Source: an optimization exercise on an open RTL-to-GDS flow (aim: small area and a short achievable clock period). Production flows keep margins and buffers that such runs may drop.
Where RTL was checked, it was by simulation tests only, not by an equivalence proof against the original.
For runs 1 to 3, 5 and 6, only the layout was checked, not whether the RTL still works.
Power figures rest on the tool's default switching activity, not on a simulated workload.

===== design/flow/config.mk =====
export PLATFORM = sky130hd
export DESIGN_NAME = ex_top
export DESIGN_NICKNAME = ex_top
export VERILOG_FILES = /design/flow/design.v
export SDC_FILE = /design/flow/constraint.sdc
export NUM_CORES = 4
export LEC_CHECK = 0
export CAP_MARGIN = 20
export CORE_MARGIN = 2
export CORE_UTILIZATION = 45
export PLACE_DENSITY = 0.65
export SETUP_SLACK_MARGIN = 3
export SLEW_MARGIN = 20
export TNS_END_PERCENT = 100

===== design/flow/constraint.sdc =====
create_clock -name core_clock -period 13.0 [get_ports {clk}]
set_input_delay 2.6000 -clock core_clock [delete_from_list [all_inputs] [get_ports {clk}]]
set_output_delay 2.6000 -clock core_clock [all_outputs]
set_load 0.01 [all_outputs]

===== design/flow/design.v =====
package exu_pkg;
    localparam int xlen = 64;
    localparam logic [6:0] op_lui    = 7'b0110111;
    localparam logic [6:0] op_auipc  = 7'b0010111;
    localparam logic [6:0] op_jal    = 7'b1101111;
    localparam logic [6:0] op_jalr   = 7'b1100111;
    localparam logic [6:0] op_branch = 7'b1100011;
    localparam logic [6:0] op_load   = 7'b0000011;
    localparam logic [6:0] op_store  = 7'b0100011;
    localparam logic [6:0] op_imm    = 7'b0010011;
    localparam logic [6:0] op_imm32  = 7'b0011011;
    localparam logic [6:0] op_reg    = 7'b0110011;
    localparam logic [6:0] op_reg32  = 7'b0111011;
endpackage
module pfx_add #(
    parameter int N = 64
) (
    input  logic [N-1:0] x,
    input  logic [N-1:0] y,
    input  logic         cin,
    output logic [N-1:0] s,
    output logic         cout,
    output logic [N-1:0] bp,
    output logic [N-1:0] bg
);
    localparam int L = $clog2(N);
    assign bp = x ^ y;
    assign bg = x & y;
    logic [(L+1)*N-1:0] g;
    logic [(L+1)*N-1:0] p;
    logic [N-1:0]       hp;
    assign hp = x ^ y;
    assign g[N-1:0] = {x[N-1:1] & y[N-1:1], (x[0] & y[0]) | (hp[0] & cin)};
    assign p[N-1:0] = hp;
    for (genvar l = 0; l < L; l++) begin : lvl
        for (genvar i = 0; i < N; i++) begin : bit_
            if ((i >> l) & 1) begin : op
                localparam int j = ((i >> l) << l) - 1;
                assign g[(l+1)*N+i] = g[l*N+i] | (p[l*N+i] & g[l*N+j]);
                assign p[(l+1)*N+i] = p[l*N+i] & p[l*N+j];
            end else begin : pass
                assign g[(l+1)*N+i] = g[l*N+i];
                assign p[(l+1)*N+i] = p[l*N+i];
            end
        end
    end
    assign s    = hp ^ {g[L*N +: N-1], cin};
    assign cout = g[L*N+N-1];
endmodule
module pfx_and #(
    parameter int N = 32
) (
    input  logic [N-1:0] x,
    output logic [N-1:0] o
);
    localparam int L = $clog2(N);
    logic [(L+1)*N-1:0] a;
    assign a[N-1:0] = x;
    for (genvar l = 0; l < L; l++) begin : lvl
        for (genvar i = 0; i < N; i++) begin : bit_
            if ((i >> l) & 1) begin : op
                localparam int j = ((i >> l) << l) - 1;
                assign a[(l+1)*N+i] = a[l*N+i] & a[l*N+j];
            end else begin : pass
                assign a[(l+1)*N+i] = a[l*N+i];
            end
        end
    end
    assign o = a[L*N +: N];
endmodule
module cmp64 (
    input  logic [63:0] x,
    input  logic [63:0] y,
    output logic        eq,
    output logic        ltu,
    output logic        lt
);
    logic [127:0] g;
    logic [127:0] p;
    assign g[63:0] = x & ~y;
    assign p[63:0] = x ~^ y;
    for (genvar l = 0; l < 6; l++) begin : lvl
        localparam int B = 128 - (128 >> l);    
        localparam int M = 64 >> (l + 1);       
        for (genvar k = 0; k < M; k++) begin : grp
            assign g[B + (64 >> l) + k] = g[B + 2*k + 1] | (p[B + 2*k + 1] & g[B + 2*k]);
            assign p[B + (64 >> l) + k] = p[B + 2*k + 1] & p[B + 2*k];
        end
    end
    logic c;
    assign eq  = p[126];
    assign c   = g[126] | p[126];
    assign ltu = ~c;
    assign lt  = x[63] ^ ~y[63] ^ c;
endmodule
module shr64 (
    input  logic [63:0] x,
    input  logic        fill,
    input  logic [5:0]  sh,
    output logic [63:0] r
);
    logic [7*64-1:0] st;
    assign st[63:0] = x;
    for (genvar l = 0; l < 6; l++) begin : lvl
        assign st[(l+1)*64 +: 64] = sh[l] ? {{(1 << l){fill}}, st[l*64+63 : l*64+(1 << l)]}
                                          : st[l*64 +: 64];
    end
    assign r = st[6*64 +: 64];
endmodule
import exu_pkg::*;
module ex_top (
    input  logic            clk,
    input  logic            rst_n,
    input  logic            in_valid,
    input  logic [31:0]     inst,
    input  logic [xlen-1:0] pc,
    input  logic [xlen-1:0] rs1_data,
    input  logic [xlen-1:0] rs2_data,
    output logic            out_valid,
    output logic            jump_branch,
    output logic [xlen-1:0] result,
    output logic [xlen-1:0] dnpc,
    output logic [xlen-1:0] mdata
);
    logic [6:0] opc;
    logic [2:0] f3;
    logic       f7b5, v;
    assign opc  = inst[6:0];
    assign f3   = inst[14:12];
    assign f7b5 = inst[30];
    assign v    = in_valid;
    logic is_lui, is_auipc, is_jal, is_jalr, is_br, is_load, is_store;
    logic is_opi, is_op, is_opi32, is_op32, is_alu, is_w;
    assign is_lui   = (opc == op_lui);
    assign is_auipc = (opc == op_auipc);
    assign is_jal   = (opc == op_jal);
    assign is_jalr  = (opc == op_jalr);
    assign is_br    = (opc == op_branch);
    assign is_load  = (opc == op_load);
    assign is_store = (opc == op_store);
    assign is_opi   = (opc == op_imm);
    assign is_op    = (opc == op_reg);
    assign is_opi32 = (opc == op_imm32);
    assign is_op32  = (opc == op_reg32);
    assign is_alu   = is_opi | is_op;
    assign is_w     = (is_opi32 | is_op32) & (f3 == 3'b000);
    logic [63:0] a, b, p;
    assign a = rs1_data;
    assign b = rs2_data;
    assign p = pc;
    logic use_b, use_s, sub;
    assign use_b = inst[5] & inst[4];
    assign use_s = inst[5] & ~inst[6];
    assign sub   = use_b & f7b5 & (f3 == 3'b000);
    logic [63:0] imm_x, yx, s, bp, bg;
    assign imm_x = {{52{inst[31]}}, inst[31:25], use_s ? inst[11:7] : inst[24:20]};
    logic [63:0] ky;
    assign ky    = use_b ? {64{sub}} : imm_x;
    assign yx    = (b & {64{use_b}}) ^ ky;
    logic c64_unused;
    pfx_add #(.N(64)) u_add (.x(a), .y(yx), .cin(sub), .s(s), .cout(c64_unused), .bp(bp), .bg(bg));
    logic eq, ltu, lt;
    cmp64 u_cmp (.x(a), .y(b), .eq(eq), .ltu(ltu), .lt(lt));
    logic hi_z, hi_o, ltu11, lti, ltui;
    assign hi_z  = ~|a[63:11];
    assign hi_o  = &a[63:11];
    assign ltu11 = a[10:0] < inst[30:20];
    assign lti   = (hi_z | hi_o) ? ((a[11] != inst[31]) ? a[11] : ltu11) : a[63];
    assign ltui  = inst[31] ? (~hi_o | ltu11) : (hi_z & ltu11);
    logic        shl, fill;
    logic [5:0]  sh;
    logic [63:0] shx, shr, a_rev, shr_rev;
    assign shl  = is_alu & ~f3[2];
    assign fill = f3[2] & f7b5 & a[63];
    assign sh   = {6{is_alu}} & (inst[5] ? b[5:0] : inst[25:20]);
    for (genvar i = 0; i < 64; i++) begin : rev_a
        assign a_rev[i] = a[63-i];
    end
    assign shx = shl ? a_rev : a;
    shr64 u_shr (.x(shx), .fill(fill), .sh(sh), .r(shr));
    for (genvar i = 0; i < 64; i++) begin : rev_r
        assign shr_rev[i] = shr[63-i];
    end
    logic [31:0] off, imm_b, imm_j, imm_u;
    assign imm_b = {{20{inst[31]}}, inst[7], inst[30:25], inst[11:8], 1'b0};
    assign imm_j = {{12{inst[31]}}, inst[19:12], inst[20], inst[30:21], 1'b0};
    assign imm_u = {inst[31:12], 12'b0};
    assign off   = ~inst[2] ? imm_b : inst[3] ? imm_j : imm_u;
    logic [31:0] t_lo, tbp_unused, tbg_unused;
    logic        c32;
    pfx_add #(.N(32)) u_tadd (.x(p[31:0]), .y(off), .cin(1'b0), .s(t_lo), .cout(c32),
                              .bp(tbp_unused), .bg(tbg_unused));
    logic [31:0] p_hi, all1, all0, m1, m0;
    assign p_hi = p[63:32];
    pfx_and #(.N(32)) u_and1 (.x(p_hi),  .o(all1));
    pfx_and #(.N(32)) u_and0 (.x(~p_hi), .o(all0));
    assign m1 = {all1[30:0], 1'b1};
    assign m0 = {all0[30:0], 1'b1};
    logic [29:0] lo1;
    logic [31:0] p4_lo;
    logic        k32;
    pfx_and #(.N(30)) u_and4 (.x(p[31:2]), .o(lo1));
    assign p4_lo[1:0]  = p[1:0];
    assign p4_lo[31:2] = p[31:2] ^ {lo1[28:0], 1'b1};
    assign k32         = lo1[29];
    logic t_inc, t_dec;
    assign t_inc = c32 & ~inst[31];
    assign t_dec = ~c32 & inst[31];
    logic taken, jb, tsel;
    assign taken = is_br & (f3[2] ? ((f3[1] ? ltu : lt) ^ f3[0])
                                  : (~f3[1] & (eq ^ f3[0])));
    assign jb   = is_jal | is_jalr | taken;
    assign tsel = is_jal | taken;
    logic        n_inc, n_dec;
    logic [63:0] npc_pc;
    assign n_inc = tsel ? t_inc : k32;
    assign n_dec = tsel & t_dec;
    assign npc_pc[31:0]  = tsel ? t_lo : p4_lo;
    assign npc_pc[63:32] = p_hi ^ (({32{n_inc}} & m1) | ({32{n_dec}} & m0));
    logic d_jalr, d_pc;
    assign d_jalr = v & is_jalr;
    assign d_pc   = v & ~is_jalr;
    logic [63:0] npc;
    assign npc = ({64{d_jalr}} & {s[63:1], 1'b0})
               | ({64{d_pc}}   & npc_pc)
               | ({64{~v}}     & dnpc);
    logic        r_inc, r_dec;
    logic [63:0] res_pc;
    assign r_inc = is_auipc ? t_inc : k32;
    assign r_dec = is_auipc & t_dec;
    assign res_pc[31:0]  = is_auipc ? t_lo : p4_lo;
    assign res_pc[63:32] = p_hi ^ (({32{r_inc}} & m1) | ({32{r_dec}} & m0));
    logic is_other;
    assign is_other = ~(is_lui | is_auipc | is_jal | is_jalr | is_w | is_alu | is_load | is_store);
    logic sel_s, sel_w, sel_sll, sel_sr, sel_p, sel_g, sel_lui, sel_pc, slt_bit;
    assign sel_lui = v & is_lui;
    assign sel_pc  = v & (is_auipc | is_jal | is_jalr);
    assign sel_w   = v & is_w;
    assign sel_s   = v & ((is_alu & (f3 == 3'b000)) | is_load | is_store);
    assign sel_sll = v & is_alu & (f3 == 3'b001);
    assign sel_sr  = v & ((is_alu & (f3 == 3'b101)) | is_other);
    assign sel_p   = v & is_alu & f3[2] & ~f3[0];
    assign sel_g   = v & is_alu & f3[2] & f3[1];
    assign slt_bit = v & is_alu & ~f3[2] & f3[1] &
                     (inst[5] ? (f3[0] ? ltu : lt) : (f3[0] ? ltui : lti));
    logic [63:0] res, luv;
    assign luv = {{32{inst[31]}}, imm_u};
    assign res = ({64{sel_s | sel_w}} & {s[63:32] & {32{sel_s}}, s[31:0]})
               | ({{32{sel_w & s[31]}}, 32'd0})
               | ({64{sel_sll}} & shr_rev)
               | ({64{sel_sr}}  & shr)
               | {63'd0, slt_bit}
               | ({64{sel_p}}   & bp)
               | ({64{sel_g}}   & bg)
               | ({64{sel_lui}} & luv)
               | ({64{sel_pc}}  & res_pc)
               | ({64{~v}}      & result);
    logic [63:0] md;
    assign md = v ? b : mdata;
    always_ff @(posedge clk or negedge rst_n) begin
        if (!rst_n) begin
            out_valid   <= 1'b0;
            jump_branch <= 1'b0;
            result      <= '0;
            dnpc        <= '0;
            mdata       <= '0;
        end else begin
            out_valid   <= in_valid;
            jump_branch <= v ? jb : jump_branch;
            result      <= res;
            dnpc        <= npc;
            mdata       <= md;
        end
    end
endmodule

===== design/flow/run.sh =====
#!/bin/bash
# synth_recipe.tcl (not shown) runs the flow's synth.tcl, then flattens the netlist and writes it again
# the make line also repeats each setting of config.mk as NAME=value (left out here)
make -C /OpenROAD-flow-scripts/flow DESIGN_CONFIG=/design/flow/config.mk WORK_HOME=/design/flow/orfs CLKGATE_MAP_FILE= SYNTH_SCRIPT=/design/flow/synth_recipe.tcl finish

==> qor.yml, run 1 <==
synth_flop_cell: "dfrtp_1"
gp_congestion: 1.116
netlist_area_sq_um: 26430
place_area_sq_um: 31160
p_int_mw: 1.443
combinationalPowerShare: 0.477
yosysWarnings: 1
final_area_sq_um: 31770
synth_common_cells: "294 x nand2_1, 259 x mux2i_1, 251 x a21oi_1"
cts-buffers-inserted: 17
power.density_nw_per_um2: 80.83
antenna_left: 0
grt-ovfl-total: 0
final_cells: 4397
synth_fp_nets: 3770
vias: 31243
hpwlAfterDp_microns: 114400
yosysTopAreaCell: "dfrtp_1"
ys_seq_elements: 194
synth.avg_cell_area_sq_um: 7.870
drtPass1Iterations: 8
vias_per_cell: 7.106
crit_start: "inst[12]"
status: "complete, no violations"
relSlewSlack: 0.1564
switching_power_mw: 1.125
drive_above_1_share: 0.08630
rows: 88
yosysMostFrequentCell: "nand2_1"
track_usage: 0.4775
synth_cell_types: 99
setup_violations: 0
setup_tns_ps: 0
criticalPathCategory: "in2reg"
cts_max_level: 4
fin_nets: 4026
netlist.area_leader.share: 0.1837
insertion_delay_ps: 520
switching_share: 0.4379
route.detailed.drc: 0
p_leak_nw: 13.47
cts.sinks: 194
worstPathArrival_ps: 9390
power.share.sequential: 0.285
cts_resized: 0
synthTopCellsByArea: "dfrtp_1 18%, mux2i_1 9.8%, ha_1 8.2%"
area_growth_pct: 20.21
crit_fanout: 51
rsz0062_at_grt: "no"
worst_pin_slew_ps: 1252
cts_tree: "done"
grt_pass1_wl_microns: 209600
wl_per_cell_microns: 33.85
cp.required_ps: 13390
numPortBuffers: 420
die_y_microns: 246.3
min_from: "dnpc[8]"
core_sq_um: 57920
synth_edf_count: 0
dp.cells: 4360
period_needed_ps: 9000
initial_utilization: 0.4563
die_area_sq_um: 60680
clk_pin_slew_ps: 80
io_pins: 421
slew_viol_final: 0
clock-root-buffer: "clkbuf_16"
worstHoldPathType: "reg2reg"
max_cap_viol_count: 0
grt_max_degree: 89
drtIter0Drc: 4402
cts_hold_buf: 0
hold_violations: 0
end_kind: "register"
max-vdd-ir-drop_mv: 0.1178
post-route-period-util: 0.6923
clkPwrFrac: 0.237
die_w_microns: 246.3
start_kind: "primary input"
max_freq_mhz: 111.1
finClkSkew_ps: 0
grt_pass1_vias: 30282
rr_startpoint: "result[19]"
clk_path_buf_depth: 2
cts_setup_buffers: 0
wl_microns: 148800
antenna_found_initial: 10
ys_seq_area_frac: 0.1837
syn_inst: 3358
async_flop_share: 1.000
-- power by group through the flow --
stage          logic (mW)  clock network (mW)  registers, mW
4_1_cts              1.18               0.605          0.728
3_3_place_gp         1.15                   0          0.738
5_1_grt              1.27               0.627          0.734
3_5_place_dp         1.17                   0          0.737
6_report             1.23               0.609          0.733
2_1_floorplan       0.575                   0          0.743
-- logic make-up (layout without fill, tap and decap cells) --
family,Yosys count,count (layout),synth area share
XOR/XNOR,205,205,0.06794
other,0,5,0
buffers and inverters,393,662,0.05989
multiplexers,407,407,0.1671
flip-flops,194,194,0.1837
AO/OA/AOI/OAI,995,995,0.2538
AND/OR/NAND/NOR,978,978,0.1765
adder cells (fa/ha/maj),186,186,0.09109
-- routing by layer --
metal  vias to the layer above  part of all wire  global-route usage
li1                      13073                 -                   -
met5                         -           0.00044                   0
met1                     15033              0.36              0.5661
met3                       676              0.11              0.1245
met4                        10             0.088              0.3515
met2                      2451              0.44              0.7436
-- layout make-up --
cell class,instances,area [sq um]
Fill cell,5454,26150
Antenna cell,5,12.51
Timing Repair Buffer,482,4674
Multi-Input combinational cell,2771,20120
Clock buffer,20,446.7
Tap cell,765,957.2
Clock inverter,12,147.6
Sequential cell,194,4855
Inverter,148,556.8
-- metrics by stage --
step	util	total power, mW	worst slack, ps	hold WS [ps]
6_report	0.5485	2.568	4000	494.8
5_1_grt	0.5483	2.634	3691	515.0
4_1_cts	0.5483	2.510	4175	498.3
3_5_place_dp	0.5380	1.908	3633	475.4
3_3_place_gp	0.5379	1.889	3710	469.3
2_1_floorplan	-	1.318	5543	513.0
-- placed cells by master (no fill, tap or decap), types with 47 or more instances in the layout --
master / instances
nand3_1: 81
a21oi_1: 251
xor2_1: 64
o211ai_1: 61
nand4_1: 52
mux2_2: 134
mux2i_1: 259
ha_1: 174
nor2_1: 240
clkdlybuf4s50_1: 418
inv_1: 147
dfrtp_1: 194
nor3_1: 85
nand2_1: 291
a221oi_1: 47
o21ai_0: 176
a21o_1: 64
xnor2_1: 141
buf_4: 62
-- critical path: stages --
cell	delay, ps
clkdlybuf4s50_1	710
nor3_1	580
nand2_4	270
buf_4	490
xnor2_1	240
nand2_1	100
o21ai_0	160
fa_1	470
fa_1	470
a211oi_1	270
o21ai_0	180
nand3_1	260
a21oi_1	150
or3_1	500
a21o_1	250
a21oi_2	200
xnor2_1	220
a21oi_2	470
o21ai_0	220
or4_1	550
-- state kept, by name, indices dropped and copies added (netlist names) --
register and count:
out_valid 1, result 64, jump_branch 1, dnpc 64, mdata 64
-- path summary, 6_finish.rpt --
check,to,slack [ps],cells past startpoint
worst max-delay path,result[34],4000,20
worst min-delay path,dnpc[8],490,1
worst max register to register,result[19],10410,6
worst min register to register,dnpc[8],490,1
max in group asynchronous,dnpc[18],9410,2
min in group asynchronous,mdata[49],2120,1
==> run 2, diff against run 1 <==
--- a/design/flow/config.mk
+++ b/design/flow/config.mk
@@ -5,10 +5,11 @@
 export SDC_FILE = /design/flow/constraint.sdc
 export NUM_CORES = 4
 export LEC_CHECK = 0
+export ABC_CLOCK_PERIOD_IN_PS = 4000
 export CAP_MARGIN = 20
 export CORE_MARGIN = 2
 export CORE_UTILIZATION = 45
 export PLACE_DENSITY = 0.65
-export SETUP_SLACK_MARGIN = 3
+export SETUP_SLACK_MARGIN = 5
 export SLEW_MARGIN = 20
 export TNS_END_PERCENT = 100
==> run 2 against run 1 <==
- still clean
- setup slack better by 1100 ps
- via count is 0.77% higher
- non-clock buffer count is 12 higher
- highest routed layer unchanged
==> qor.yml, run 2 <==
switching_power_mw: 1.129  # was 1.125 mW
synthTopCellsByArea: "dfrtp_1 18%, mux2i_1 9.8%, ha_1 8.2%"  # unchanged
drive_above_1_share: 0.09151  # was 0.08630
path_delay_family: "compound AO/OA/AOI/OAI gates"  # was simple AND/OR/NAND/NOR gates
min_to: "dnpc[8]"  # unchanged
p_leak_nw: 13.58  # was 13.47 nW
synth_cell_types: 99  # unchanged
fin_ws_ps: 5085  # was 4000 ps
clkPwrFrac: 0.236  # was 0.237
die_w_microns: 246.3  # unchanged
final_cells: 4410  # was 4397
hpwlAfterDp_microns: 114400  # unchanged
crit_fanout: 26  # was 51
synth_common_cells: "294 x nand2_1, 259 x mux2i_1, 251 x a21oi_1"  # unchanged
grt_pass1_wl_microns: 209700  # was 209600 microns
min_from: "dnpc[8]"  # unchanged
yosysWarnings: 1  # unchanged
async_flop_share: 1.000  # unchanged
cts_max_level: 4  # unchanged
post-route-period-util: 0.6088  # was 0.6923
netlist.area_leader.share: 0.1837  # unchanged
synth_edf_count: 0  # unchanged
rsz0062_at_grt: "no"  # unchanged
mostFrequentLayoutCells: "415 x clkdlybuf4s50_1, 291 x nand2_1, 259 x mux2i_1"  # was 418 x clkdlybuf4s50_1, 291 x nand2_1, 259 x mux2i_1
slew_viol_final: 0  # unchanged
power_mw: 2.575  # was 2.568 mW
relSlewSlack: 0.1123  # was 0.1564
cts-buffers-inserted: 17  # unchanged
cts.sinks: 194  # unchanged
synth_flop_cell: "dfrtp_1"  # unchanged
antenna_found_initial: 10  # unchanged
vias: 31484  # was 31243
period_needed_ps: 7915  # was 9000 ps
clock-root-buffer: "clkbuf_16"  # unchanged
start_kind: "primary input"  # unchanged
numPortBuffers: 420  # unchanged
yosysTopAreaCell: "dfrtp_1"  # unchanged
fin_nets: 4038  # was 4026
initial_utilization: 0.4563  # unchanged
rr_endpoint: "result[19]"  # unchanged
max-vdd-ir-drop_mv: 0.1164  # was 0.1178 mV
min_path_cells: 1  # unchanged
grt_max_degree: 89  # unchanged
setup_violations: 0  # unchanged
max_freq_mhz: 126.3  # was 111.1 MHz
criticalPathCategory: "in2reg"  # unchanged
grt_pass1_vias: 30342  # was 30282
hold_violations: 0  # unchanged
rrSetupSlack_ps: 10360  # was 10410 ps
status: "complete, no violations"  # unchanged
finClkSkew_ps: 0  # unchanged
end_kind: "register"  # unchanged
setup_tns_ps: 0  # unchanged
worstHoldPathType: "reg2reg"  # unchanged
yosysMostFrequentCell: "nand2_1"  # unchanged
ys_seq_area_frac: 0.1837  # unchanged
power.density_nw_per_um2: 80.51  # was 80.83 nW/um^2
antenna_left: 0  # unchanged
pre_cts_slack_ps: 3633  # unchanged
clk_pin_slew_ps: 80  # about the same
clk_path_buf_depth: 2  # unchanged
grt-ovfl-total: 0  # unchanged
core_sq_um: 57920  # unchanged
syn_inst: 3358  # unchanged
io_pins: 421  # unchanged
wl_microns: 149700  # was 148800 microns
dp.cells: 4360  # unchanged
ys_seq_elements: 194  # unchanged
worst-path-buf-inv: 2  # unchanged
die_area_sq_um: 60680  # unchanged
synth_fp_nets: 3770  # unchanged
cpMaxStageDelayCell: "and2_1"  # was clkdlybuf4s50_1
netlist_area_sq_um: 26430  # unchanged
p_int_mw: 1.446  # was 1.443 mW
cp.required_ps: 13360  # was 13390 ps
insertion_delay_ps: 520  # about the same
drtPass1Iterations: 9  # was 8
die_y_microns: 246.3  # unchanged
reg2reg_depth: 6  # unchanged
hold_ws_ps: 493.4  # was 494.8 ps
cp_cell_sequence: "clkdlybuf4s50_1 > buf_4 > and2_0 > nand2_1 > o21ai_0 > ha_1 > and2_1 > a221o_1 > a221o_1 > a31o_2 > o21a_1 > o211a_2 > o221ai_1 > and2_1 > o32ai_1 > mux2i_1 > o221ai_1"  # was clkdlybuf4s50_1 > nor3_1 > nand2_4 > buf_4 > xnor2_1 > nand2_1 > o21ai_0 > fa_1 > fa_1 > a211oi_1 > o21ai_0 > nand3_1 > a21oi_1 > or3_1 > a21o_1 > a21oi_2 > xnor2_1 > a21oi_2 > o21ai_0 > or4_1
area_growth_pct: 21.02  # was 20.21%
gp_congestion: 1.116  # unchanged
route.detailed.drc: 0  # unchanged
wl_per_cell_microns: 33.95  # was 33.85 microns
power.share.sequential: 0.285  # about the same
worst_pin_slew_ps: 1318  # was 1252 ps
cts_tree: "done"  # unchanged
track_usage: 0.4776  # was 0.4775
fillers: 5446  # was 5454
layout_commonest_cell: "clkdlybuf4s50_1"  # unchanged
cts_hold_buf: 0  # unchanged
max_cap_viol_count: 0  # unchanged
vias_per_cell: 7.139  # was 7.106
combinationalPowerShare: 0.479  # was 0.477
rows: 88  # unchanged
slowest_delay_ps: 680  # was 710 ps
synth.avg_cell_area_sq_um: 7.870  # unchanged
rr_startpoint: "result[19]"  # unchanged
switching_share: 0.4383  # was 0.4379
drtIter0Drc: 4662  # was 4402
largestRegisters: "dnpc (64), mdata (64), result (64)"  # unchanged
worstPathArrival_ps: 8270  # was 9390 ps
run 2: cell counts after synthesis:
No cell type changed its count.
run 2: how the worst max path moves through the flow:
stage / startpoint / endpoint / slack (ps) / cells past startpoint
after floorplan: inst[14] / result[34] / 5540 / 19
after global placement: inst[12] / result[34] / 3710 / 20
after detailed placement: inst[12] / result[34] / 3630 / 20
after CTS: inst[5] / result[35] / 5020 / 17
after global routing: inst[4] / result[49] / 5000 / 18
final: inst[2] / dnpc[46] / 5090 / 17
run 2: layer usage:
| metal | vias to the layer above | GRT usage | wire length (microns) |
|---|---|---|---|
| met5 | - | 0 | 42 |
| met4 | 6 | 0.3568 | 13470 |
| met3 | 693 | 0.1210 | 17380 |
| met2 | 2579 | 0.7416 | 65300 |
| met1 | 15097 | 0.5682 | 53520 |
| li1 | 13109 | - | - |
run 2: power by group through the flow:
stage               clock network, mW  logic (mW)  registers, mW
floorplan                           0       0.575          0.743
detailed placement                  0        1.17          0.737
finish                          0.607        1.23          0.733
global placement                    0        1.15          0.738
CTS                             0.605        1.18          0.728
global route                    0.626        1.28          0.734
run 2: cell families after synthesis:
group,Yosys count,synth area share
buf+inv,393,0.05989
mux,407,0.1671
simple gates,978,0.1765
xor+xnor,205,0.06794
compound gates,995,0.2538
flops,194,0.1837
fa+ha+maj,186,0.09109
run 2: area by class of cell:
cell class | instances | area [sq um] | area share
diodes | 6 | 15.01 | 0.0004694
clock buffers | 20 | 446.7 | 0.01397
clock inverters | 12 | 147.6 | 0.004616
inverters | 148 | 556.8 | 0.01741
multi-input cells | 2771 | 20190 | 0.6311
flip-flops and latches | 194 | 4855 | 0.1518
well taps | 765 | 957.2 | 0.02993
repair buffers | 494 | 4820 | 0.1507
run 2: timing repair:
action / CTS / global route
setup buffers: 2 / 8
setup endpoints to repair: 77 / 55
gates cloned: 0 / 2
pin swaps: 2 / 2
gates resized for setup: 9 / 13
run 2: per-stage QoR:
stage,utilization,cell area (sq um)
after floorplan,-,26430
after global placement,0.5379,31150
after detailed placement,0.5380,31160
after CTS,0.5492,31810
after global routing,0.5520,31970
final,0.5522,31980
==> run 3, diff against run 2 <==
==> design/flow/flow/run.sh (new file) <==
#!/bin/bash
set -euo pipefail
export BUFFER_PORTS_ARGS="-buffer_cell sky130_fd_sc_hd__buf_1"
if [[ -f flow/extra.env ]]; then
  set -a; source flow/extra.env; set +a
fi
bash standard.sh synth > synth.log 2>&1
bash standard.sh finish > layout.log 2>&1
==> design/flow/flow/extra.env (new file) <==
SETUP_SLACK_MARGIN=7.5
==> design/flow/standard.sh (new file) <==
#!/bin/bash
# synth_recipe.tcl (not shown) runs the flow's synth.tcl, then flattens the netlist and writes it again
# the make line also repeats each setting of config.mk as NAME=value (left out here)
make -C /OpenROAD-flow-scripts/flow DESIGN_CONFIG=/design/flow/config.mk WORK_HOME=/design/flow/orfs CLKGATE_MAP_FILE= SYNTH_SCRIPT=/design/flow/synth_recipe.tcl "${@:-finish}"
==> design/flow/config.mk (replaced) <==
export PLATFORM = sky130hd
export DESIGN_NAME = ex_top
export DESIGN_NICKNAME = ex_top
export VERILOG_FILES = /design/flow/design.v
export SDC_FILE = /design/flow/constraint.sdc
export NUM_CORES = 4
export LEC_CHECK = 0
export ABC_CLOCK_PERIOD_IN_PS = 3000
export CAP_MARGIN = 20
export CORE_MARGIN = 2
export CORE_UTILIZATION = 35
export PLACE_DENSITY = 0.55
export SLEW_MARGIN = 20
export TNS_END_PERCENT = 10
removed: design/flow/run.sh
==> run 3 against run 2 <==
- die area rose by 28%
- highest routed layer unchanged
- final cell count rose by 7.1%
- sequential share of layout area barely moved
- still clean on timing, DRC and antenna
- non-clock buffer count rose by 109
- first-iteration DRC count fell by 16%
- critical path type unchanged
- critical path depth fell by 3
==> qor.yml, run 3 <==
final_cells: 4725  # was 4410
post-route-period-util: 0.4955  # was 0.6088
initial_utilization: 0.3544  # was 0.4563
synth_edf_count: 0  # unchanged
fillers: 7766  # was 5446
hold_ws_ps: 489.8  # was 493.4 ps
hold_violations: 0  # unchanged
rrSetupSlack_ps: 10540  # was 10360 ps
die_area_sq_um: 77720  # was 60680 sq um
min_to: "dnpc[18]"  # was dnpc[8]
period_needed_ps: 6441  # was 7915 ps
grt_pass1_wl_microns: 214700  # was 209700 microns
antenna_found_initial: 7  # was 10
end_kind: "register"  # unchanged
cts_max_level: 4  # unchanged
seq_area_sq_um: 4855  # unchanged
relSlewSlack: 0.2582  # was 0.1123
drive_above_1_share: 0.1607  # was 0.09151
max_cap_viol_count: 0  # unchanged
cts-buffers-inserted: 17  # unchanged
vias: 31022  # was 31484
rows: 100  # was 88
clk_path_buf_depth: 2  # unchanged
worstPathArrival_ps: 6880  # was 8270 ps
p_leak_nw: 13.24  # was 13.58 nW
cts.sinks: 194  # unchanged
max-vdd-ir-drop_mv: 0.06179  # was 0.1164 mV
rr_startpoint: "result[19]"  # unchanged
ys_seq_area_frac: 0.1837  # unchanged
worstHoldPathType: "reg2reg"  # unchanged
power_mw: 2.601  # was 2.575 mW
clk_pin_slew_ps: 100  # was 80 ps
synth.avg_cell_area_sq_um: 7.870  # unchanged
min_from: "dnpc[18]"  # was dnpc[8]
multi_input_area_sq_um: 21270  # was 20190 sq um
route.detailed.drc: 0  # unchanged
synth_flop_cell: "dfrtp_1"  # unchanged
rsz0062_at_grt: "yes"  # was no
fin_nets: 4152  # was 4038
vias_per_cell: 6.566  # was 7.139
min_path_cells: 1  # unchanged
drtPass1Iterations: 8  # was 9
numPortBuffers: 420  # unchanged
layout_commonest_cell: "buf_1"  # was clkdlybuf4s50_1
async_flop_share: 1.000  # unchanged
io_pins: 421  # unchanged
core_sq_um: 74570  # was 57920 sq um
synth_compound_area_frac: 0.2538  # unchanged
finClkSkew_ps: 0  # unchanged
yosysTopAreaCell: "dfrtp_1"  # unchanged
gp_congestion: 1.062  # was 1.116
ys_seq_elements: 194  # unchanged
drtIter0Drc: 3912  # was 4662
synth_common_cells: "294 x nand2_1, 259 x mux2i_1, 251 x a21oi_1"  # unchanged
mostFrequentLayoutCells: "401 x buf_1, 286 x nand2_1, 240 x a21oi_1"  # was 415 x clkdlybuf4s50_1, 291 x nand2_1, 259 x mux2i_1
yosysWarnings: 1  # unchanged
synth_cell_types: 99  # unchanged
synth_xor_area_frac: 0.06794  # unchanged
hpwlAfterDp_microns: 117000  # was 114400 microns
worst_pin_slew_ps: 1110  # was 1318 ps
max_freq_mhz: 155.3  # was 126.3 MHz
slew_viol_final: 0  # unchanged
setup_violations: 0  # unchanged
yosysMostFrequentCell: "nand2_1"  # unchanged
netlist.area_leader.share: 0.1837  # unchanged
grt_max_degree: 66  # was 89
grt-ovfl-total: 0  # unchanged
insertion_delay_ps: 540  # was 520 ps
synthAdderAreaFrac: 0.09109  # unchanged
wl_microns: 154200  # was 149700 microns
crit_fanout: 38  # was 26
die_y_microns: 278.8  # was 246.3 microns
track_usage: 0.3824  # was 0.4776
largestRegisters: "dnpc (64), mdata (64), result (64)"  # unchanged
status: "complete, no violations"  # unchanged
wl_per_cell_microns: 32.62  # was 33.95 microns
cts_hold_buf: 0  # unchanged
power.density_nw_per_um2: 81.55  # was 80.51 nW/um^2
synthMuxAreaShare: 0.1671  # unchanged
dp.cells: 4588  # was 4360
clock-root-buffer: "clkbuf_16"  # unchanged
die_w_microns: 278.8  # was 246.3 microns
syn_inst: 3358  # unchanged
setup_tns_ps: 0  # unchanged
grt_pass1_vias: 29499  # was 30342
cts_tree: "done"  # unchanged
area_growth_pct: 20.67  # was 21.02%
synthTopCellsByArea: "dfrtp_1 18%, mux2i_1 9.8%, ha_1 8.2%"  # unchanged
synth_fp_nets: 3770  # unchanged
antenna_left: 0  # unchanged
rr_endpoint: "result[19]"  # unchanged
start_kind: "primary input"  # unchanged
synthSimpleGateAreaFrac: 0.1765  # unchanged
synth_top_family_by_area: "compound AO/OA/AOI/OAI gates"  # unchanged
criticalPathCategory: "in2reg"  # unchanged
cp.required_ps: 13440  # was 13360 ps
reg2reg_depth: 6  # unchanged
netlist_area_sq_um: 26430  # unchanged
[run 3: power by group]
group | leakage (nW) | internal [mW] | switching, mW | total [mW]
logic | 10.6 | 0.426 | 0.787 | 1.21
clock network | 0.317 | 0.302 | 0.350 | 0.652
registers | 2.30 | 0.667 | 0.0681 | 0.735
[run 3: timing repair]
action | in CTS | in global routing
pin swaps | 58 | 20
cloned | 9 | 2
buffers inserted | 73 | 18
resized for setup | 190 | 92
setup endpoints to repair | 128 | 128
[run 3: how the worst max path moves through the flow]
stage / slack (ps) / endpoint / from / cells past startpoint
6_report: 6560 / result[28] / inst[2] / 14
5_1_grt: 6560 / result[60] / inst[14] / 20
4_1_cts: 6760 / result[62] / inst[14] / 20
3_5_place_dp: 4800 / dnpc[62] / inst[12] / 18
3_3_place_gp: 4900 / dnpc[62] / inst[12] / 18
2_1_floorplan: 6260 / result[34] / inst[13] / 20
[run 3: critical path, cell delays in order]
cell and delay (ps):
buf_4 150, buf_12 140, or2_4 270, or3_2 470
buf_8 250, mux2i_2 220, a211oi_1 610, a21o_1 250
mux2i_1 100, mux2i_1 710, o221ai_1 460, o221ai_1 410
a21oi_1 90, o21ai_0 120
[run 3: final cells by class]
type                    instances  share of cell area
diodes                          3           0.0002354
clock inverters                15            0.007259
clock buffers                  17             0.01334
repair buffers                603              0.1044
well taps                     969             0.03802
multi-input cells            2776              0.6670
flip-flops and latches        194              0.1522
inverters                     148             0.01750
[run 3: logic make-up after synthesis]
logic type,count (synthesis)
and+or+nand+nor,978
muxes,407
xor gates and xnor gates,205
buffers and inverters,393
adders and majority gates,186
DFF,194
AOI/OAI and AO/OA,995
[run 3: per-layer routing]
| metal | routed length [microns] | track usage | vias to the layer above | share of wire |
|---|---|---|---|---|
| li1 | - | - | 13373 | - |
| met1 | 57780 | 0.4602 | 15012 | 0.37 |
| met2 | 68010 | 0.6002 | 2097 | 0.44 |
| met3 | 15770 | 0.09029 | 536 | 0.10 |
| met4 | 12540 | 0.2719 | 4 | 0.081 |
| met5 | 49 | 0 | - | 0.00032 |
[run 3: metrics by stage]
| stage | utilization | setup slack, ps | cell area, sq um |
|---|---|---|---|
| after floorplan | - | 6261 | 26620 |
| final | 0.4276 | 6559 | 31890 |
| after detailed placement | 0.3898 | 4798 | 29070 |
| after global placement | 0.3896 | 4903 | 29060 |
| after CTS | 0.4193 | 6758 | 31270 |
| after global routing | 0.4275 | 6562 | 31880 |
==> run 4, diff against run 3 <==
--- a/design/flow/design.v
+++ b/design/flow/design.v
@@ -23,7 +23,13 @@
     output logic [N-1:0] bp,
     output logic [N-1:0] bg
 );
-    localparam int L = $clog2(N);
+    function automatic int lg2(input int n);
+        int k;
+        k = 0;
+        while ((1 << k) < n) k++;
+        lg2 = k;
+    endfunction
+    localparam int L = lg2(N);
     assign bp = x ^ y;
     assign bg = x & y;
     logic [(L+1)*N-1:0] g;
@@ -53,7 +59,13 @@
     input  logic [N-1:0] x,
     output logic [N-1:0] o
 );
-    localparam int L = $clog2(N);
+    function automatic int lg2(input int n);
+        int k;
+        k = 0;
+        while ((1 << k) < n) k++;
+        lg2 = k;
+    endfunction
+    localparam int L = lg2(N);
     logic [(L+1)*N-1:0] a;
     assign a[N-1:0] = x;
     for (genvar l = 0; l < L; l++) begin : lvl
==> run 4 against run 3 <==
- first-iteration DRC count did not move
- largest cell class unchanged
- via count did not move
- total power did not move
- area after synthesis did not move
- design area did not move
- critical path depth did not move
- count of clock-buffer cells in the layout did not move
- still clean
- non-clock buffer count did not move
- clock skew did not move
- final cell count did not move
- combinational power barely moved
- synthesized cell count did not move
==> qor.yml, run 4 <==
status: "complete, no violations"  # unchanged
period_needed_ps: 6441  # unchanged
vias: 31022  # unchanged
synth_flop_cell: "dfrtp_1"  # unchanged
cts_tree: "done"  # unchanged
criticalPathCategory: "in2reg"  # unchanged
antenna_left: 0  # unchanged
grt_max_degree: 66  # unchanged
die_area_sq_um: 77720  # unchanged
route.detailed.drc: 0  # unchanged
max_freq_mhz: 155.3  # unchanged
antenna_found_initial: 7  # unchanged
cts.sinks: 194  # unchanged
yosysMostFrequentCell: "nand2_1"  # unchanged
hold_violations: 0  # unchanged
yosysTopAreaCell: "dfrtp_1"  # unchanged
layout_commonest_cell: "buf_1"  # unchanged
numPortBuffers: 420  # unchanged
drtIter0Drc: 3912  # unchanged
hpwlAfterDp_microns: 117000  # unchanged
p_leak_nw: 13.24  # unchanged
worstHoldPathType: "reg2reg"  # unchanged
mostFrequentLayoutCells: "401 x buf_1, 286 x nand2_1, 240 x a21oi_1"  # unchanged
synth_common_cells: "294 x nand2_1, 259 x mux2i_1, 251 x a21oi_1"  # unchanged
setup_tns_ps: 0  # unchanged
synth_compound_area_frac: 0.2538  # unchanged
io_pins: 421  # unchanged
insertion_delay_ps: 540  # about the same
synth_edf_count: 0  # unchanged
synthMuxAreaShare: 0.1671  # unchanged
cts_max_level: 4  # unchanged
grt_pass1_vias: 29499  # unchanged
async_flop_share: 1.000  # unchanged
initial_utilization: 0.3544  # unchanged
ys_seq_area_frac: 0.1837  # unchanged
drive_above_1_share: 0.1607  # unchanged
max_cap_viol_count: 0  # unchanged
finClkSkew_ps: 0  # unchanged
cts-buffers-inserted: 17  # unchanged
clock-root-buffer: "clkbuf_16"  # unchanged
clk_path_buf_depth: 2  # unchanged
worstPathArrival_ps: 6880  # about the same
yosysWarnings: 1  # unchanged
wl_microns: 154200  # unchanged
setup_violations: 0  # unchanged
netlist_area_sq_um: 26430  # unchanged
syn_inst: 3358  # unchanged
start_kind: "primary input"  # unchanged
core_sq_um: 74570  # unchanged
grt_pass1_wl_microns: 214700  # unchanged
netlist.area_leader.share: 0.1837  # unchanged
max-vdd-ir-drop_mv: 0.06179  # unchanged
synth_fp_nets: 3770  # unchanged
die_w_microns: 278.8  # unchanged
synth_top_family_by_area: "compound AO/OA/AOI/OAI gates"  # unchanged
crit_fanout: 38  # unchanged
track_usage: 0.3824  # unchanged
rows: 100  # unchanged
relSlewSlack: 0.2582  # unchanged
synth_xor_area_frac: 0.06794  # unchanged
clk_pin_slew_ps: 100  # about the same
area_growth_pct: 20.67  # unchanged
power.density_nw_per_um2: 81.55  # unchanged
synthAdderAreaFrac: 0.09109  # unchanged
rsz0062_at_grt: "yes"  # unchanged
vias_per_cell: 6.566  # unchanged
wl_per_cell_microns: 32.62  # unchanged
synth_cell_types: 99  # unchanged
fin_nets: 4152  # unchanged
post-route-period-util: 0.4955  # unchanged
slew_viol_final: 0  # unchanged
synth.avg_cell_area_sq_um: 7.870  # unchanged
gp_congestion: 1.062  # unchanged
power_mw: 2.601  # unchanged
cp.required_ps: 13440  # about the same
die_y_microns: 278.8  # unchanged
end_kind: "register"  # unchanged
synthTopCellsByArea: "dfrtp_1 18%, mux2i_1 9.8%, ha_1 8.2%"  # unchanged
synthSimpleGateAreaFrac: 0.1765  # unchanged
grt-ovfl-total: 0  # unchanged
largestRegisters: "dnpc (64), mdata (64), result (64)"  # unchanged
cts_hold_buf: 0  # unchanged
worst_pin_slew_ps: 1110  # unchanged
drtPass1Iterations: 8  # unchanged
ys_seq_elements: 194  # unchanged
==> run 4: cell counts in the layout (fill, tap and decap cells not counted) <==
No cell type changed its count.
==> run 4: metal layers <==
layer	vias up	part of all wire	GRT usage
li1	13373	-	-
met1	15012	0.37	0.4602
met2	2097	0.44	0.6002
met3	536	0.10	0.09029
met4	4	0.081	0.2719
met5	-	0.00032	0
==> run 4: worst max-delay path, cell delays in order <==
cell and delay (ps):
buf_4 150, buf_12 140, or2_4 270, or3_2 470, buf_8 250, mux2i_2 220, a211oi_1 610, a21o_1 250
mux2i_1 100, mux2i_1 710, o221ai_1 460, o221ai_1 410, a21oi_1 90, o21ai_0 120
==> run 4: worst paths after layout <==
path | startpoint | endpoint | slack (ps) | depth (start not counted)
worst max-delay path | inst[2] | result[28] | 6560 | 14
worst min-delay path | dnpc[18] | dnpc[18] | 490 | 1
worst max register to register | result[19] | result[19] | 10540 | 6
worst min register to register | dnpc[18] | dnpc[18] | 490 | 1
max in group asynchronous | rst_n | dnpc[46] | 8580 | 3
min in group asynchronous | rst_n | mdata[13] | 2150 | 1
==> run 4: final cells by class <==
cell class                      count  area, sq um
Antenna cell                        3        7.507
Clock buffer                       17        425.4
Clock inverter                     15        231.5
Fill cell                        7766        42680
Inverter                          148        558.0
Multi-Input combinational cell   2776        21270
Sequential cell                   194         4855
Tap cell                          969         1212
Timing Repair Buffer              603         3328
==> run 4: cells by family after synthesis <==
| group | count (synthesis) |
|---|---|
| and+or+nand+nor | 978 |
| buffers and inverters | 393 |
| adders and majority gates | 186 |
| DFF | 194 |
| xor gates and xnor gates | 205 |
| muxes | 407 |
| AOI/OAI and AO/OA | 995 |
==> run 4: where the power goes <==
part / switching, mW / total (mW) / internal [mW]
combinational: 0.787 / 1.21 / 0.426
clock: 0.350 / 0.652 / 0.302
sequential: 0.0681 / 0.735 / 0.667
total: 1.21 / 2.60 / 1.40
==> run 4: per-stage QoR <==
step | utilization | hold WS, ps | area, sq um | std cells | worst slack [ps]
finish | 0.4276 | 489.8 | 31890 | 4725 | 6559
global route | 0.4275 | 514.8 | 31880 | 4722 | 6562
CTS | 0.4193 | 492.2 | 31270 | 4702 | 6758
detailed placement | 0.3898 | 468.2 | 29070 | 4588 | 4798
global placement | 0.3896 | 464.5 | 29060 | 4587 | 4903
floorplan | - | 513.0 | 26620 | 3358 | 6261
==> run 4: what timing repair did <==
| action | 4_1_cts | 5_1_grt |
|---|---|---|
| endpoints found under the setup margin | 128 | 128 |
| setup buffers | 73 | 18 |
| pin swaps | 58 | 20 |
| cloned | 9 | 2 |
| resized for setup | 190 | 92 |
==> run 5, diff against run 4 <==
--- a/design/flow/design.v
+++ b/design/flow/design.v
@@ -105,6 +105,47 @@
     assign ltu = ~c;
     assign lt  = x[63] ^ ~y[63] ^ c;
 endmodule
+module bk_add #(
+    parameter int N = 32
+) (
+    input  logic [N-1:0] x,
+    input  logic [N-1:0] y,
+    input  logic         cin,
+    output logic [N-1:0] s,
+    output logic         cout
+);
+    function automatic int lg2(input int n);
+        int k;
+        k = 0;
+        while ((1 << k) < n) k++;
+        lg2 = k;
+    endfunction
+    localparam int L = lg2(N);
+    localparam int S = 2 * L - 1;
+    logic [(S+1)*N-1:0] g;
+    logic [(S+1)*N-1:0] p;
+    logic [N-1:0]       hp;
+    assign hp = x ^ y;
+    assign g[N-1:0] = {x[N-1:1] & y[N-1:1], (x[0] & y[0]) | (hp[0] & cin)};
+    assign p[N-1:0] = hp;
+    for (genvar k = 0; k < S; k++) begin : stp
+        localparam int D = (k < L) ? k : (2 * L - 2 - k);
+        for (genvar i = 0; i < N; i++) begin : bit_
+            localparam bit UP = (k < L) && (((i + 1) % (2 << D)) == 0);
+            localparam bit DN = (k >= L) && (i >= 3 * (1 << D) - 1) &&
+                                (((i + 1 - (1 << D)) % (2 << D)) == 0);
+            if (UP || DN) begin : op
+                assign g[(k+1)*N+i] = g[k*N+i] | (p[k*N+i] & g[k*N+i-(1 << D)]);
+                assign p[(k+1)*N+i] = p[k*N+i] & p[k*N+i-(1 << D)];
+            end else begin : pass
+                assign g[(k+1)*N+i] = g[k*N+i];
+                assign p[(k+1)*N+i] = p[k*N+i];
+            end
+        end
+    end
+    assign s    = hp ^ {g[S*N +: N-1], cin};
+    assign cout = g[S*N+N-1];
+endmodule
 module shr64 (
     input  logic [63:0] x,
     input  logic        fill,
@@ -182,9 +223,9 @@
     logic        shl, fill;
     logic [5:0]  sh;
     logic [63:0] shx, shr, a_rev, shr_rev;
-    assign shl  = is_alu & ~f3[2];
+    assign shl  = ~f3[2];
     assign fill = f3[2] & f7b5 & a[63];
-    assign sh   = {6{is_alu}} & (inst[5] ? b[5:0] : inst[25:20]);
+    assign sh   = inst[5] ? b[5:0] : inst[25:20];
     for (genvar i = 0; i < 64; i++) begin : rev_a
         assign a_rev[i] = a[63-i];
     end
@@ -244,13 +285,14 @@
     assign res_pc[63:32] = p_hi ^ (({32{r_inc}} & m1) | ({32{r_dec}} & m0));
     logic is_other;
     assign is_other = ~(is_lui | is_auipc | is_jal | is_jalr | is_w | is_alu | is_load | is_store);
-    logic sel_s, sel_w, sel_sll, sel_sr, sel_p, sel_g, sel_lui, sel_pc, slt_bit;
+    logic sel_s, sel_w, sel_sll, sel_sr, sel_p, sel_g, sel_lui, sel_pc, sel_a, slt_bit;
     assign sel_lui = v & is_lui;
     assign sel_pc  = v & (is_auipc | is_jal | is_jalr);
     assign sel_w   = v & is_w;
     assign sel_s   = v & ((is_alu & (f3 == 3'b000)) | is_load | is_store);
     assign sel_sll = v & is_alu & (f3 == 3'b001);
-    assign sel_sr  = v & ((is_alu & (f3 == 3'b101)) | is_other);
+    assign sel_sr  = v & is_alu & (f3 == 3'b101);
+    assign sel_a   = v & is_other;
     assign sel_p   = v & is_alu & f3[2] & ~f3[0];
     assign sel_g   = v & is_alu & f3[2] & f3[1];
     assign slt_bit = v & is_alu & ~f3[2] & f3[1] &
@@ -266,6 +308,7 @@
                | ({64{sel_g}}   & bg)
                | ({64{sel_lui}} & luv)
                | ({64{sel_pc}}  & res_pc)
+               | ({64{sel_a}}   & a)
                | ({64{~v}}      & result);
     logic [63:0] md;
     assign md = v ? b : mdata;
==> design/flow/config.mk (replaced) <==
export PLATFORM = sky130hd
export DESIGN_NAME = ex_top
export DESIGN_NICKNAME = ex_top
export VERILOG_FILES = /design/flow/design.v
export SDC_FILE = /design/flow/constraint.sdc
export NUM_CORES = 4
export LEC_CHECK = 0
export CAP_MARGIN = 20
export CORE_MARGIN = 2
export CORE_UTILIZATION = 30
export PLACE_DENSITY = 0.5
export SLEW_MARGIN = 20
export TNS_END_PERCENT = 10
==> run 5 against run 4 <==
- still clean
- combinational power rose by 21%
- maximum frequency decreased by 3.8%
- register-to-register slack improved by 280 ps
==> qor.yml, run 5 <==
status: "complete, no violations"  # unchanged
synth_top_family_by_area: "compound AO/OA/AOI/OAI gates"  # unchanged
synth_fp_nets: 3721  # was 3770
die_w_microns: 298.4  # was 278.8 microns
cp_cell_sequence: "buf_1 > buf_6 > or3_4 > nor2_4 > buf_12 > buf_16 > xnor2_2 > a21oi_1 > ha_1 > a21o_1 > a221o_1 > a221o_1 > a221o_2 > o2111ai_4 > a21oi_4 > a211o_4 > a21o_1 > a311o_1 > a21oi_1 > o21ai_1"  # was buf_4 > buf_12 > or2_4 > or3_2 > buf_8 > mux2i_2 > a211oi_1 > a21o_1 > mux2i_1 > mux2i_1 > o221ai_1 > o221ai_1 > a21oi_1 > o21ai_0
power.density_nw_per_um2: 89.65  # was 81.55 nW/um^2
max-vdd-ir-drop_mv: 0.1198  # was 0.06179 mV
path_delay_family: "compound AO/OA/AOI/OAI gates"  # unchanged
crit_fanout: 5  # was 38
final_core_util: 0.3648  # was 0.4276
area_growth_pct: 20.04  # was 20.67%
seq_area_sq_um: 4855  # unchanged
worst-path-buf-inv: 4  # was 3
worst_pin_slew_ps: 1227  # was 1110 ps
cpMaxStageDelayCell: "a221o_2"  # was mux2i_1
relSlewSlack: 0.1731  # was 0.2582
async_flop_share: 1.000  # unchanged
finClkSkew_ps: 0  # unchanged
synth_compound_area_frac: 0.2625  # was 0.2538
synth_flop_cell: "dfrtp_1"  # unchanged
wl_per_cell_microns: 32.62  # about the same
grt_pass1_vias: 29504  # was 29499
track_usage: 0.3439  # was 0.3824
route.detailed.drc: 0  # unchanged
multi_input_area_sq_um: 20600  # was 21270 sq um
hold_violations: 0  # unchanged
cts_max_level: 4  # unchanged
clk_pin_slew_ps: 80  # was 100 ps
netlist.area_leader.share: 0.1867  # was 0.1837
insertion_delay_ps: 520  # was 540 ps
rrSetupSlack_ps: 10820  # was 10540 ps
power_mw: 2.798  # was 2.601 mW
cp.required_ps: 13380  # was 13440 ps
worstHoldPathType: "reg2reg"  # unchanged
io_pins: 421  # unchanged
mostFrequentLayoutCells: "383 x buf_1, 337 x nand2_1, 252 x nor2_1"  # was 401 x buf_1, 286 x nand2_1, 240 x a21oi_1
synthTopCellsByArea: "dfrtp_1 19%, ha_1 8.4%, mux4_2 5.8%"  # was dfrtp_1 18%, mux2i_1 9.8%, ha_1 8.2%
netlist_area_sq_um: 26000  # was 26430 sq um
gp_congestion: 1.060  # was 1.062
cts-buffers-inserted: 17  # unchanged
slowest_delay_ps: 480  # was 710 ps
synthMuxAreaShare: 0.1527  # was 0.1671
clk_path_buf_depth: 2  # unchanged
die_area_sq_um: 89040  # was 77720 sq um
yosysMostFrequentCell: "nand2_1"  # unchanged
ys_seq_elements: 194  # unchanged
synthAdderAreaFrac: 0.09220  # was 0.09109
slew_viol_final: 0  # unchanged
drive_above_1_share: 0.1560  # was 0.1607
vias: 30743  # was 31022
initial_utilization: 0.3039  # was 0.3544
setup_tns_ps: 0  # unchanged
cts.sinks: 194  # unchanged
hpwlAfterDp_microns: 120600  # was 117000 microns
yosysTopAreaCell: "dfrtp_1"  # unchanged
die_y_microns: 298.4  # was 278.8 microns
grt-ovfl-total: 0  # unchanged
synth_common_cells: "341 x nand2_1, 266 x a21oi_1, 265 x nor2_1"  # was 294 x nand2_1, 259 x mux2i_1, 251 x a21oi_1
synth.avg_cell_area_sq_um: 7.857  # was 7.870 sq um
rsz0062_at_grt: "yes"  # unchanged
pre_cts_slack_ps: 4130  # was 4798 ps
fin_nets: 4092  # was 4152
clock-root-buffer: "clkbuf_16"  # unchanged
p_leak_nw: 12.46  # was 13.24 nW
rows: 107  # was 100
synth_xor_area_frac: 0.07108  # was 0.06794
max_cap_viol_count: 0  # unchanged
synth_edf_count: 0  # unchanged
setup_violations: 0  # unchanged
max_freq_mhz: 149.3  # was 155.3 MHz
grt_max_degree: 72  # was 66
drtIter0Drc: 3850  # was 3912
synth_cell_types: 80  # was 99
start_kind: "primary input"  # unchanged
post-route-period-util: 0.5152  # was 0.4955
grt_pass1_wl_microns: 221000  # was 214700 microns
period_needed_ps: 6698  # was 6441 ps
antenna_found_initial: 16  # was 7
criticalPathCategory: "in2reg"  # unchanged
worstPathArrival_ps: 7080  # was 6880 ps
ys_seq_area_frac: 0.1867  # was 0.1837
yosysWarnings: 1  # unchanged
antenna_left: 0  # unchanged
syn_inst: 3309  # was 3358
layout_commonest_cell: "buf_1"  # unchanged
vias_per_cell: 6.348  # was 6.566
numPortBuffers: 420  # unchanged
synthSimpleGateAreaFrac: 0.1810  # was 0.1765
cts_tree: "done"  # unchanged
end_kind: "register"  # unchanged
wl_microns: 158000  # was 154200 microns
largestRegisters: "dnpc (64), mdata (64), result (64)"  # unchanged
fillers: 9143  # was 7766
drtPass1Iterations: 10  # was 8
fin_ws_ps: 6302  # was 6559 ps
core_sq_um: 85550  # was 74570 sq um
## run 5: logic make-up (layout without fill, tap and decap cells)
logic type | after synthesis | after routing
AOI/OAI and AO/OA | 1039 | 1040
and+or+nand+nor | 1008 | 1008
buffers and inverters | 371 | 754
muxes | 301 | 301
xor gates and xnor gates | 211 | 211
DFF | 194 | 194
adders and majority gates | 185 | 185
other | 0 | 6
## run 5: where the power goes
| group | internal [mW] | switching [mW] |
|---|---|---|
| clock network | 0.291 | 0.317 |
| registers | 0.665 | 0.0670 |
| logic | 0.500 | 0.958 |
| total | 1.46 | 1.34 |
## run 5: worst register-to-register path, delay by kind of cell, from the launching register on
kind / cells / cell delay (ps)
AOI/OAI and AO/OA: 6 / 1480
and+or+nand+nor: 1 / 90
DFF: 1 / 410
## run 5: final timing paths
| check | to | depth (start not counted) | from |
|---|---|---|---|
| worst max register to register | result[0] | 7 | result[0] |
| max in group asynchronous | dnpc[60] | 3 | rst_n |
| worst min register to register | dnpc[6] | 1 | dnpc[6] |
| min in group asynchronous | dnpc[39] | 1 | rst_n |
| worst min-delay path | dnpc[6] | 1 | dnpc[6] |
| worst max-delay path | result[63] | 20 | inst[12] |
## run 5: routing by layer
metal / track usage / vias up / routed length (microns)
li1: - / 13199 / -
met1: 0.4132 / 15166 / 59480
met2: 0.5398 / 1908 / 70640
met3: 0.07568 / 466 / 13930
met4: 0.2554 / 4 / 13910
met5: 0 / - / 17
## run 5: stage by stage
| step | hold WS, ps | cell area (sq um) | std cells |
|---|---|---|---|
| floorplan | 518.7 | 26140 | 3309 |
| global placement | 474.6 | 29080 | 4733 |
| detailed placement | 483.6 | 29090 | 4734 |
| CTS | 502.8 | 30950 | 4829 |
| global route | 525.3 | 31190 | 4837 |
| finish | 500.7 | 31210 | 4843 |
## run 5: cell type report
| cell class | count | share of cell area |
|---|---|---|
| diodes | 6 | 0.0004811 |
| clock inverters | 14 | 0.005532 |
| inverters | 131 | 0.01584 |
| clock buffers | 18 | 0.01375 |
| repair buffers | 591 | 0.1028 |
| well taps | 1144 | 0.04586 |
| multi-input cells | 2745 | 0.6602 |
| flip-flops and latches | 194 | 0.1555 |
## run 5: what timing repair did
action / in CTS / in global routing
endpoints found under the setup margin: 128 / 128
gates resized for setup: 160 / 57
setup buffers: 55 / 8
gates cloned: 8 / 0
endpoints found under the hold margin: 0 / 0
hold buffers: 0 / 0
pin swaps: 62 / 18
==> run 6, diff against run 5 <==
--- a/design/flow/design.v
+++ b/design/flow/design.v
@@ -202,18 +202,20 @@
     assign b = rs2_data;
     assign p = pc;
     logic use_b, use_s, sub;
-    assign use_b = inst[5] & inst[4];
+    assign use_b = inst[5] & (inst[4] | (inst[6] & ~inst[2]));
     assign use_s = inst[5] & ~inst[6];
-    assign sub   = use_b & f7b5 & (f3 == 3'b000);
+    assign sub   = inst[6] | (~f3[2] & (f3[1] | f3[0] | f7b5));
     logic [63:0] imm_x, yx, s, bp, bg;
     assign imm_x = {{52{inst[31]}}, inst[31:25], use_s ? inst[11:7] : inst[24:20]};
     logic [63:0] ky;
     assign ky    = use_b ? {64{sub}} : imm_x;
     assign yx    = (b & {64{use_b}}) ^ ky;
-    logic c64_unused;
-    pfx_add #(.N(64)) u_add (.x(a), .y(yx), .cin(sub), .s(s), .cout(c64_unused), .bp(bp), .bg(bg));
+    logic c64;
+    pfx_add #(.N(64)) u_add (.x(a), .y(yx), .cin(use_b & sub), .s(s), .cout(c64), .bp(bp), .bg(bg));
     logic eq, ltu, lt;
-    cmp64 u_cmp (.x(a), .y(b), .eq(eq), .ltu(ltu), .lt(lt));
+    assign eq  = &bp;
+    assign ltu = ~c64;
+    assign lt  = a[63] ^ yx[63] ^ c64;
     logic hi_z, hi_o, ltu11, lti, ltui;
     assign hi_z  = ~|a[63:11];
     assign hi_o  = &a[63:11];
==> run 6 against run 5 <==
- maximum frequency is essentially flat
- via count shrank 4.8%
- hold slack lost 6.1 ps
- area after synthesis shrank 5.9%
- critical endpoint is now dnpc[50]
==> qor.yml, run 6 <==
status: "complete, no violations"  # unchanged
relSlewSlack: 0.1849  # was 0.1731
die_y_microns: 289.6  # was 298.4 microns
worstPathArrival_ps: 7110  # was 7080 ps
core_sq_um: 80680  # was 85550 sq um
start_kind: "primary input"  # unchanged
die_w_microns: 289.6  # was 298.4 microns
die_area_sq_um: 83870  # was 89040 sq um
reg2reg_depth: 5  # was 7
vias: 29270  # was 30743
power.density_nw_per_um2: 92.59  # was 89.65 nW/um^2
synthTopCellsByArea: "dfrtp_1 20%, mux2i_1 7.4%, ha_1 5.6%"  # was dfrtp_1 19%, ha_1 8.4%, mux4_2 5.8%
clk_pin_slew_ps: 80  # about the same
rr_startpoint: "result[47]"  # was result[0]
crit_fanout: 6  # was 5
switching_share: 0.4736  # was 0.4797
grt_max_degree: 152  # was 72
numPortBuffers: 420  # unchanged
setup_violations: 0  # unchanged
grt-ovfl-total: 0  # unchanged
combinationalPowerShare: 0.521  # about the same
crit_path_end: "dnpc[50]"  # was result[63]
post-route-period-util: 0.5149  # was 0.5152
cts_max_level: 4  # unchanged
crit_start: "inst[12]"  # unchanged
antenna_left: 0  # unchanged
p_leak_nw: 12.22  # was 12.46 nW
io_pins: 421  # unchanged
ys_seq_elements: 194  # unchanged
p_int_mw: 1.491  # was 1.456 mW
fin_nets: 3907  # was 4092
synth_edf_count: 0  # unchanged
track_usage: 0.3386  # was 0.3439
final_cells: 4634  # was 4843
use_met3: 0.07669  # was 0.07568
power.share.sequential: 0.255  # was 0.262
max-vdd-ir-drop_mv: 0.1214  # was 0.1198 mV
cts-buffers-inserted: 17  # unchanged
dp.cells: 4460  # was 4734
end_kind: "register"  # unchanged
clk_path_buf_depth: 2  # unchanged
worst_pin_slew_ps: 1210  # was 1227 ps
drtPass1Iterations: 6  # was 10
criticalPathCategory: "in2reg"  # unchanged
worstHoldPathType: "reg2reg"  # unchanged
async_flop_share: 1.000  # unchanged
vias_per_cell: 6.316  # was 6.348
area_growth_pct: 25.04  # was 20.04%
fin_ws_ps: 6307  # was 6302 ps
rrSetupSlack_ps: 10920  # was 10820 ps
netlist_area_sq_um: 24470  # was 26000 sq um
antenna_found_initial: 8  # was 16
drtIter0Drc: 4063  # was 3850
cts.sinks: 194  # unchanged
cts_hold_buf: 0  # unchanged
ys_seq_area_frac: 0.1984  # was 0.1867
top_usage_layer: "met2"  # unchanged
mostFrequentLayoutCells: "410 x buf_1, 334 x nand2_1, 219 x nor2_1"  # was 383 x buf_1, 337 x nand2_1, 252 x nor2_1
max_cap_viol_count: 0  # unchanged
finClkSkew_ps: 0  # unchanged
syn_inst: 3124  # was 3309
grt_pass1_vias: 27299  # was 29504
rows: 104  # was 107
layout_commonest_cell: "buf_1"  # unchanged
clock-root-buffer: "clkbuf_16"  # unchanged
rr_endpoint: "result[47]"  # was result[0]
yosysMostFrequentCell: "nand2_1"  # unchanged
hpwlAfterDp_microns: 109500  # was 120600 microns
netlist.area_leader.share: 0.1984  # was 0.1867
gp_congestion: 1.054  # was 1.060
yosysWarnings: 1  # unchanged
pre_cts_slack_ps: 3721  # was 4130 ps
max_freq_mhz: 149.4  # was 149.3 MHz
cp.required_ps: 13420  # was 13380 ps
largestRegisters: "dnpc (64), mdata (64), result (64)"  # unchanged
hold_ws_ps: 494.6  # was 500.7 ps
rsz0062_at_grt: "yes"  # unchanged
synth_cell_types: 93  # was 80
initial_utilization: 0.3033  # was 0.3039
clkPwrFrac: 0.224  # was 0.217
slew_viol_final: 0  # unchanged
grtUsageMet2: 0.5101  # was 0.5398
switching_power_mw: 1.342  # about the same
hold_violations: 0  # unchanged
insertion_delay_ps: 530  # was 520 ps
period_needed_ps: 6693  # was 6698 ps
wl_per_cell_microns: 31.84  # was 32.62 microns
grt_use_met1: 0.4467  # was 0.4132
wl_microns: 147600  # was 158000 microns
route.detailed.drc: 0  # unchanged
setup_tns_ps: 0  # unchanged
synth_common_cells: "340 x nand2_1, 245 x o21ai_0, 233 x nor2_1"  # was 341 x nand2_1, 266 x a21oi_1, 265 x nor2_1
cts_tree: "done"  # unchanged
synth_fp_nets: 3472  # was 3721
grt_pass1_wl_microns: 203000  # was 221000 microns
synth.avg_cell_area_sq_um: 7.833  # was 7.857 sq um
synth_flop_cell: "dfrtp_1"  # unchanged
yosysTopAreaCell: "dfrtp_1"  # unchanged
drive_above_1_share: 0.1755  # was 0.1560
power_mw: 2.833  # was 2.798 mW
run 6: stage by stage:
stage	utilization	instance area (sq um)
2_1_floorplan	-	24680
3_3_place_gp	0.3393	27370
3_5_place_dp	0.3394	27380
4_1_cts	0.3710	29940
5_1_grt	0.3792	30600
6_report	0.3793	30600
run 6: area by class of cell:
type                            count  area, sq um
Inverter                           84        319.1
Timing Repair Buffer              651         3929
Antenna cell                        2        5.005
Sequential cell                   194         4855
Fill cell                        8571        50080
Multi-Input combinational cell   2611        19500
Clock inverter                     15        242.7
Clock buffer                       17        425.4
Tap cell                         1060         1326
run 6: per-layer routing:
layer,vias to the layer above,wire (microns)
met1,14274,57980
met3,434,16020
met5,-,14
met4,2,10130
li1,12585,-
met2,1975,63410
run 6: what timing repair did:
| item | CTS | global route |
|---|---|---|
| pin swaps | 67 | 51 |
| gates resized for setup | 152 | 95 |
| setup buffers | 101 | 18 |
| endpoints found under the setup margin | 128 | 128 |
| gates cloned | 17 | 4 |
run 6: cell families after synthesis:
logic type                 synth area share
AOI/OAI and AO/OA                    0.2677
xor gates and xnor gates            0.07266
buffers and inverters               0.05456
muxes                                0.1570
DFF                                  0.1984
adders and majority gates           0.06565
and+or+nand+nor                      0.1840
run 6: worst min-delay path by stage:
stage | start | to | cells after the start
3_5_place_dp | dnpc[1] | dnpc[1] | 1
2_1_floorplan | dnpc[63] | dnpc[63] | 1
6_report | dnpc[18] | dnpc[18] | 1
5_1_grt | dnpc[1] | dnpc[1] | 1
3_3_place_gp | dnpc[1] | dnpc[1] | 1
4_1_cts | dnpc[1] | dnpc[1] | 1
run 6: critical path: stages:
cell,delay [ps]
buf_6,90
buf_8,130
nor3_4,270
buf_6,140
buf_12,100
o21bai_4,100
clkbuf_16,180
xnor2_2,140
o21ai_0,190
ha_1,340
a21oi_2,170
o21ai_2,90
a221oi_1,290
buf_4,240
a211oi_4,120
nor4_4,330
inv_1,160
a31o_2,290
xnor2_1,370
o21ai_0,360
a31oi_1,320
nor2_1,60
run 6: power by group through the flow:
stage	combinational, mW	sequential (mW)	clock [mW]
detailed placement	1.29	0.732	0
CTS	1.39	0.721	0.648
global route	1.54	0.726	0.664
finish	1.48	0.722	0.634
floorplan	0.737	0.739	0
global placement	1.29	0.732	0

port drivers added, routing unchanged:
In the flow no input, the clock included, has a driving cell. The finished layouts below were timed again as built, in two steps. Step 1 (the two cells are an assumption about what drives the block):
set clk [get_ports {clk}]
set_driving_cell -lib_cell sky130_fd_sc_hd__clkbuf_16 $clk
set_driving_cell -lib_cell sky130_fd_sc_hd__buf_2 [delete_from_list [all_inputs] $clk]
Step 2, shift: input delay + t, output delay - t, t = (earliest + latest rising clock arrival at the registers) / 2. This alone moves slack from input paths to output paths. Three values: ideal ports, drivers, drivers and shift; two values: the first two.
run	t, ns	slack for setup (ns)	worst register clock-pin slew, ns	worst slew at a driven data input, ns
run 1	0.593	4.000 / 4.008 / 3.414	0.09 / 0.09	0.07
run 2	0.589	5.085 / 5.106 / 4.517	0.09 / 0.09	0.07
run 3	0.609	6.559 / 6.606 / 5.997	0.11 / 0.11	0.08
run 4	0.609	6.559 / 6.606 / 5.997	0.11 / 0.11	0.08
run 5	0.605	6.302 / 6.233 / 5.627	0.11 / 0.11	0.25
run 6	0.600	6.307 / 6.335 / 5.735	0.09 / 0.09	0.15
After both steps setup and hold are still met in every run listed. The setup slack of run 5, which loses most, moves by -0.069 ns with the drivers and by -0.675 ns with both steps.
